What follows belongs to an exercise in optimizing a design on an open flow for small area and a short achievable clock period; a production flow would make more cautious choices.
At most, simulation tests tie the RTL to the original design; equivalence was not proved.
Power and IR drop assume default switching activity.

Design csv_record_parse_and_hash, start of the top module:
module csv_record_parse_and_hash #(
  parameter int NUM_BUCKETS = crph_pkg::NUM_BUCKETS_DEF
) (
  input  logic         clk,
  input  logic         rst_n,
  input  logic         in_tvalid,
  output logic         in_tready,
  input  logic [7:0]   in_tdata,    
  input  logic         in_tlast,    
  output logic         out_tvalid,
  input  logic         out_tready,
  output logic [103:0] out_tdata,   
  output logic [1:0]   out_tuser    
);
==> flow/config.mk <==
export PLATFORM = sky130hd
export DESIGN_NAME = csv_record_parse_and_hash
export DESIGN_NICKNAME = csv_record_parse_and_hash
export VERILOG_FILES = /design/flow/design.v
export SDC_FILE = /design/flow/constraint.sdc
export NUM_CORES = 4
export LEC_CHECK = 0
export ABC_AREA = 1
export CAP_MARGIN = 20
export CORE_MARGIN = 2
export CORE_UTILIZATION = 60
export CTS_BUF_LIST = sky130_fd_sc_hd__clkbuf_4 sky130_fd_sc_hd__clkbuf_8
export PLACE_DENSITY = 0.75
export SETUP_SLACK_MARGIN = 2.7
export SLEW_MARGIN = 20
export TNS_END_PERCENT = 10
==> flow/constraint.sdc <==
create_clock -name core_clock -period 5.5 [get_ports {clk}]
set_input_delay 1.1000 -clock core_clock [delete_from_list [all_inputs] [get_ports {clk}]]
set_output_delay 1.1000 -clock core_clock [all_outputs]
set_load 0.01 [all_outputs]
standard.sh (not shown) runs the stock make flow with config.mk's settings and CLKGATE_MAP_FILE= SYNTH_SCRIPT=/design/flow/synth_recipe.tcl, a recipe that flattens the netlist after the stock synthesis.
==> flow/flow/run.sh <==
#!/bin/bash
# The standard layout (standard.sh), with the port buffers made of the smallest
# plain buffer instead of the resizer's default choice. Every input and output
# port still gets its own buffer.
set -euo pipefail
export BUFFER_PORTS_ARGS="-buffer_cell sky130_fd_sc_hd__buf_1"
bash standard.sh > standard_flow.log 2>&1
Change:
Settings changed: SETUP_SLACK_MARGIN 2.7 to 2.6.
Cell count hardly moves.
Power stays flat.
Setup slack improves by 80 ps.
Register-to-register slack improves by 90 ps.
Area after synthesis is unchanged.
Routed wire length fell slightly.
Count of clock-buffer cells in the layout does not change.
Global-route usage fell by 0.37 points.
Flip-flop and latch count stays the same.
Via count fell slightly.
Cell area fell slightly.
Change:
Settings changed: SETUP_SLACK_MARGIN 2.6 to 2.8.
Global-route usage is about the same.
Final cell count went up by 1.9%.
Combinational power came out higher by 14%.
Routed wire length went up by 3.5%.
Power climbs by 4.1%.
Sequential share of layout area drops by 1.4 points.
Hold slack gets better by 6.3 ps.
Sequential power is about the same.
Non-clock buffer count is higher by 39.
Die area is unchanged.
Change:
Settings changed: PLACE_DENSITY 0.75 to 0.65, SETUP_SLACK_MARGIN 2.8 to 2.6.
=> The changed run finished clean; maximum frequency shrinks by 1.3%; utilization decreases by 3.4 points; setup slack got worse by 41 ps; non-clock buffer count is lower by 39.

---

csv_record_parse_and_hash, a different RTL version from the one above (not shown whole).
Size: roughly 1400 cells after synthesis, ~170 flip-flops, about 120 I/O pins, about 13000 um^2 of cells after synthesis.
Settings: LEC_CHECK=0, CAP_MARGIN=20, CORE_MARGIN=2, CORE_UTILIZATION=60, CTS_BUF_LIST=sky130_fd_sc_hd__clkbuf_4 sky130_fd_sc_hd__clkbuf_8, PLACE_DENSITY=0.75, SETUP_SLACK_MARGIN=2.0, SLEW_MARGIN=20; clock period 5.5 ns.
Scripts as last shown in full above: flow/flow/run.sh
The baseline finished with timing, DRC and antenna clean.
Edit:
Settings changed: SETUP_SLACK_MARGIN 2.0 to 1.5.
Effect: The changed run produced a clean layout. Cell count goes down by 2.9%. Die area does not change. Flip-flop and latch count stays the same. Sequential share of layout area goes up by 1.5 points. Utilization goes down by 3.3 points. Power goes down by 4.8%. Setup slack degrades by 300 ps. Via count goes down by 2.7%. Routed wire length goes down by 7.0%.
Edit:
Settings changed: SETUP_SLACK_MARGIN 1.5 to 2.4.
=>
- critical path depth goes up by 4
- die area is unchanged
- count of clock-buffer cells in the layout is unchanged
- final area goes up by 19%
- power goes up by 23%
- sequential share of layout area goes down by 5.1 points
- wire length goes up by 34%
- via count goes up by 15%
Edit:
Settings changed: PLACE_DENSITY 0.75 to 0.7, SETUP_SLACK_MARGIN 2.4 to 1.5.
Effect: Synthesized cell count does not change. Clock power falls by about 1%. Sequential share of layout area rises by 5.2 points.
No functional check of the RTL was part of any run of this note.

---

job 6390:
csv_record_parse_and_hash, a different RTL version from the one above (not shown whole).
Size in the first run: about 160 flip-flops, ~120 I/O pins.
==> flow/config.mk <==
export PLATFORM = sky130hd
export DESIGN_NAME = csv_record_parse_and_hash
export DESIGN_NICKNAME = csv_record_parse_and_hash
export VERILOG_FILES = /design/flow/design.v
export SDC_FILE = /design/flow/constraint.sdc
export NUM_CORES = 4
export LEC_CHECK = 0
export ABC_AREA = 1
export CAP_MARGIN = 20
export CORE_MARGIN = 2
export CORE_UTILIZATION = 60
export CTS_BUF_LIST = sky130_fd_sc_hd__clkbuf_4 sky130_fd_sc_hd__clkbuf_8
export CTS_CLUSTER_SIZE = 12
export PLACE_DENSITY = 0.75
export SETUP_SLACK_MARGIN = 2.2
export SLEW_MARGIN = 20
export TNS_END_PERCENT = 10
==> flow/constraint.sdc <==
create_clock -name core_clock -period 5.5 [get_ports {clk}]
set_input_delay 1.1000 -clock core_clock [delete_from_list [all_inputs] [get_ports {clk}]]
set_output_delay 1.1000 -clock core_clock [all_outputs]
set_load 0.01 [all_outputs]
Scripts as last shown in full above: flow/flow/run.sh
Job 6390: no failed stages, no open violations at the end
diff inputs: job 6390 => job 165
- CTS_CLUSTER_SIZE now 30, was 12
Results
Re total design power: no difference whatsoever between job 6390 and job 165. Diff job 6390 -> job 165: number of synthesized flops with an enable pin roughly the same, number of logic inverters in the finished layout roughly the same, number of placed cells counting well taps roughly the same, tightest slew margin relative to the limit roughly the same, area of all placed cells without fillers roughly the same. The flow did not stop early for job 6390: all stages ran, and the layout cleared the timing, design-rule and antenna checks. Job 165: all stages complete, timing, DRC and antenna checks passed.
## Diff of input files: job 8515 against job 165
- clearing CTS_CLUSTER_SIZE, which used to be 30
- swapping 2.2 for 2.4 in SETUP_SLACK_MARGIN
Job 8515 and job 165 ended up with nearly the same DRC violation count after routing. Diff job 165 -> job 8515: via count shows an increase of about 2.2%, wire length of the first global-routing pass went up 0.93%, post-route total power has increased, via count of the first global-routing pass saw an increase, final worst-path cycle share -1.9 points. Job 8515 and job 165 ended up with nearly the same fraction of met3 tracks used by global routing. The number of multi-input logic gates was comparable across job 8515 and job 165. Overall fraction of global-route tracks in use in job 8515 is 0.26 points higher than in job 165. Changes observed in job 8515 relative to job 165: number of standard cells in the layout, taps in and fillers out went up by 40; multiplexer area fraction after synthesis was more or less identical.
No run of this note included a check of the RTL's function; only the layout flow was run.

---

== branch willow ==
Another version of the RTL of csv_record_parse_and_hash (not shown whole).
For scale: ~1400 cells after synthesis, roughly 160 flip-flops, roughly 120 I/O pins, ~13000 um2 of cells after synthesis.
Settings: LEC_CHECK=0, CAP_MARGIN=20, CORE_MARGIN=2, CORE_UTILIZATION=60, PLACE_DENSITY=0.75, SETUP_SLACK_MARGIN=1.5, SLEW_MARGIN=20; clock period 5.5 ns.
run.sh (not shown) runs the stock make flow with config.mk's settings and CLKGATE_MAP_FILE= SYNTH_SCRIPT=/design/flow/synth_recipe.tcl, a recipe that flattens the netlist after the stock synthesis.
Stock flow here: none of the scripts above is used.
## Diff of input files: branch tundra against branch willow
==> flow/flow/run.sh (new file) <==
#!/bin/bash
# The standard layout (standard.sh), with the port buffers made of the smallest
# plain buffer instead of the resizer's default choice. Every input and output
# port still gets its own buffer.
set -euo pipefail
export BUFFER_PORTS_ARGS="-buffer_cell sky130_fd_sc_hd__buf_1"
bash standard.sh > standard_flow.log 2>&1
==> flow/standard.sh (new file) <==
#!/bin/bash
# synth_recipe.tcl (not shown) runs the flow's synth.tcl, then flattens the netlist and writes it again
# the make line also repeats each setting of config.mk as NAME=value (left out here)
make -C /OpenROAD-flow-scripts/flow DESIGN_CONFIG=/design/flow/config.mk WORK_HOME=/design/flow/orfs CLKGATE_MAP_FILE= SYNTH_SCRIPT=/design/flow/synth_recipe.tcl "${@:-finish}"
removed: flow/run.sh
==> comparison <==
The run showing the smaller global-route usage is branch tundra. Against branch willow as the reference, branch tundra delivers a lower clock period minus worst slack. Cmp branch tundra and branch willow / via count / higher: branch willow. [compare] base=branch willow new=branch tundra: clock latency on the worst-skew pair shows no meaningful change, count of standard-cell rows roughly the same. Worst setup path category = in -> reg: branch tundra; worst setup path category = reg -> reg: branch willow.
Function was not checked in any run of this note: the RTL went through the layout flow alone.

---

Another version of the RTL of csv_record_parse_and_hash (not shown whole).
Size in the first run: ~160 flip-flops, ~120 I/O pins, ~13000 sq um of cells after synthesis.
==> flow/design.v (excerpt) <==
module csv_record_parse_and_hash #(
  parameter int NUM_BUCKETS = crph_pkg::NUM_BUCKETS_DEF
) (
  input  logic         clk,
  input  logic         rst_n,
  input  logic         in_tvalid,
  output logic         in_tready,
  input  logic [7:0]   in_tdata,    
  input  logic         in_tlast,    
  output logic         out_tvalid,
  input  logic         out_tready,
  output logic [103:0] out_tdata,   
  output logic [1:0]   out_tuser    
);
==> flow/config.mk <==
export PLATFORM = sky130hd
export DESIGN_NAME = csv_record_parse_and_hash
export DESIGN_NICKNAME = csv_record_parse_and_hash
export VERILOG_FILES = /design/flow/design.v
export SDC_FILE = /design/flow/constraint.sdc
export NUM_CORES = 4
export LEC_CHECK = 0
export ABC_AREA = 1
export CAP_MARGIN = 20
export CORE_MARGIN = 2
export CORE_UTILIZATION = 60
export CTS_BUF_LIST = sky130_fd_sc_hd__clkbuf_4 sky130_fd_sc_hd__clkbuf_8
export PLACE_DENSITY = 0.75
export SETUP_SLACK_MARGIN = 2.4
export SLEW_MARGIN = 20
export TNS_END_PERCENT = 10
==> flow/constraint.sdc <==
create_clock -name core_clock -period 5.5 [get_ports {clk}]
set_input_delay 1.1000 -clock core_clock [delete_from_list [all_inputs] [get_ports {clk}]]
set_output_delay 1.1000 -clock core_clock [all_outputs]
set_load 0.01 [all_outputs]
standard.sh (not shown) runs the stock make flow with config.mk's settings and CLKGATE_MAP_FILE= SYNTH_SCRIPT=/design/flow/synth_recipe.tcl, a recipe that flattens the netlist after the stock synthesis.
==> flow/flow/run.sh <==
#!/bin/bash
# The standard layout (standard.sh), with the port buffers made of the smallest
# plain buffer instead of the resizer's default choice. Every input and output
# port still gets its own buffer.
set -euo pipefail
export BUFFER_PORTS_ARGS="-buffer_cell sky130_fd_sc_hd__buf_1"
bash standard.sh > standard_flow.log 2>&1
Next try:
--- a/flow/config.mk
+++ b/flow/config.mk
@@ -12,5 +12,5 @@
 export CTS_BUF_LIST = sky130_fd_sc_hd__clkbuf_4 sky130_fd_sc_hd__clkbuf_8
 export PLACE_DENSITY = 0.75
-export SETUP_SLACK_MARGIN = 2.4
+export SETUP_SLACK_MARGIN = 2.0
 export SLEW_MARGIN = 20
 export TNS_END_PERCENT = 10
After rerunning: The changed run completed without violations. Routed wire length drops by about 4%. Power goes down by 2.6%. First-iteration DRC count is lower by 15%. Final cell count drops by 1.5%. Synthesized area does not change. Via count shrinks by 1.8%. Clock power rose by about 0.7%.

-- static timing again, ports no longer ideal --
The flow's constraints put no driver on any port. The routed layouts listed below were extracted and timed again, unchanged, in two steps. Step 1, drivers: a clkbuf_16 drives clk and a buf_2 each remaining input, both assumed. Step 2 adds t to the input delays and takes it off the output delays; t is the mean of the earliest and latest rising clock arrival at the registers after step 1. Input paths then give back, and output paths get back, about the clock's delay inside the block. Three values: ideal ports, drivers, drivers and shift; two values: the first two.
run | t, ns | slack for setup (ns) | worst slew at a driven data input, ns
the first run of note 1 | 0.501 | 2.472 / 2.472 / 2.195 | 0.03
the second run of note 1 | 0.504 | 2.552 / 2.508 / 2.121 | 0.03
the third run of note 1 | 0.534 | 2.467 / 2.467 / 2.241 | 0.03
the fourth run of note 1 | 0.516 | 2.426 / 2.426 / 2.211 | 0.03
the first run of note 2 | 0.503 | 1.939 / 1.939 / 1.565 | 0.04
the second run of note 2 | 0.522 | 1.644 / 1.644 / 1.214 | 0.05
the third run of note 2 | 0.522 | 1.615 / 1.615 / 1.444 | 0.04
the fourth run of note 2 | 0.510 | 1.639 / 1.608 / 1.198 | 0.06
job 6390 | 0.506 | 2.207 / 2.161 / 1.905 | 0.03
job 165 | 0.506 | 2.207 / 2.161 / 1.905 | 0.03
job 8515 | 0.506 | 2.310 / 2.310 / 2.078 | 0.03
branch willow | 0.474 | 1.637 / 1.637 / 1.201 | 0.03
branch tundra | 0.479 | 1.675 / 1.700 / 1.221 | 0.03
the first run of note 5 | 0.497 | 2.182 / 2.139 / 2.008 | 0.03
the second run of note 5 | 0.499 | 2.053 / 2.010 / 1.693 | 0.03
After both steps setup and hold are still met in every run listed. For branch tundra, which loses most, drivers alone change the setup slack by +0.025 ns; drivers and shift together by -0.454 ns.
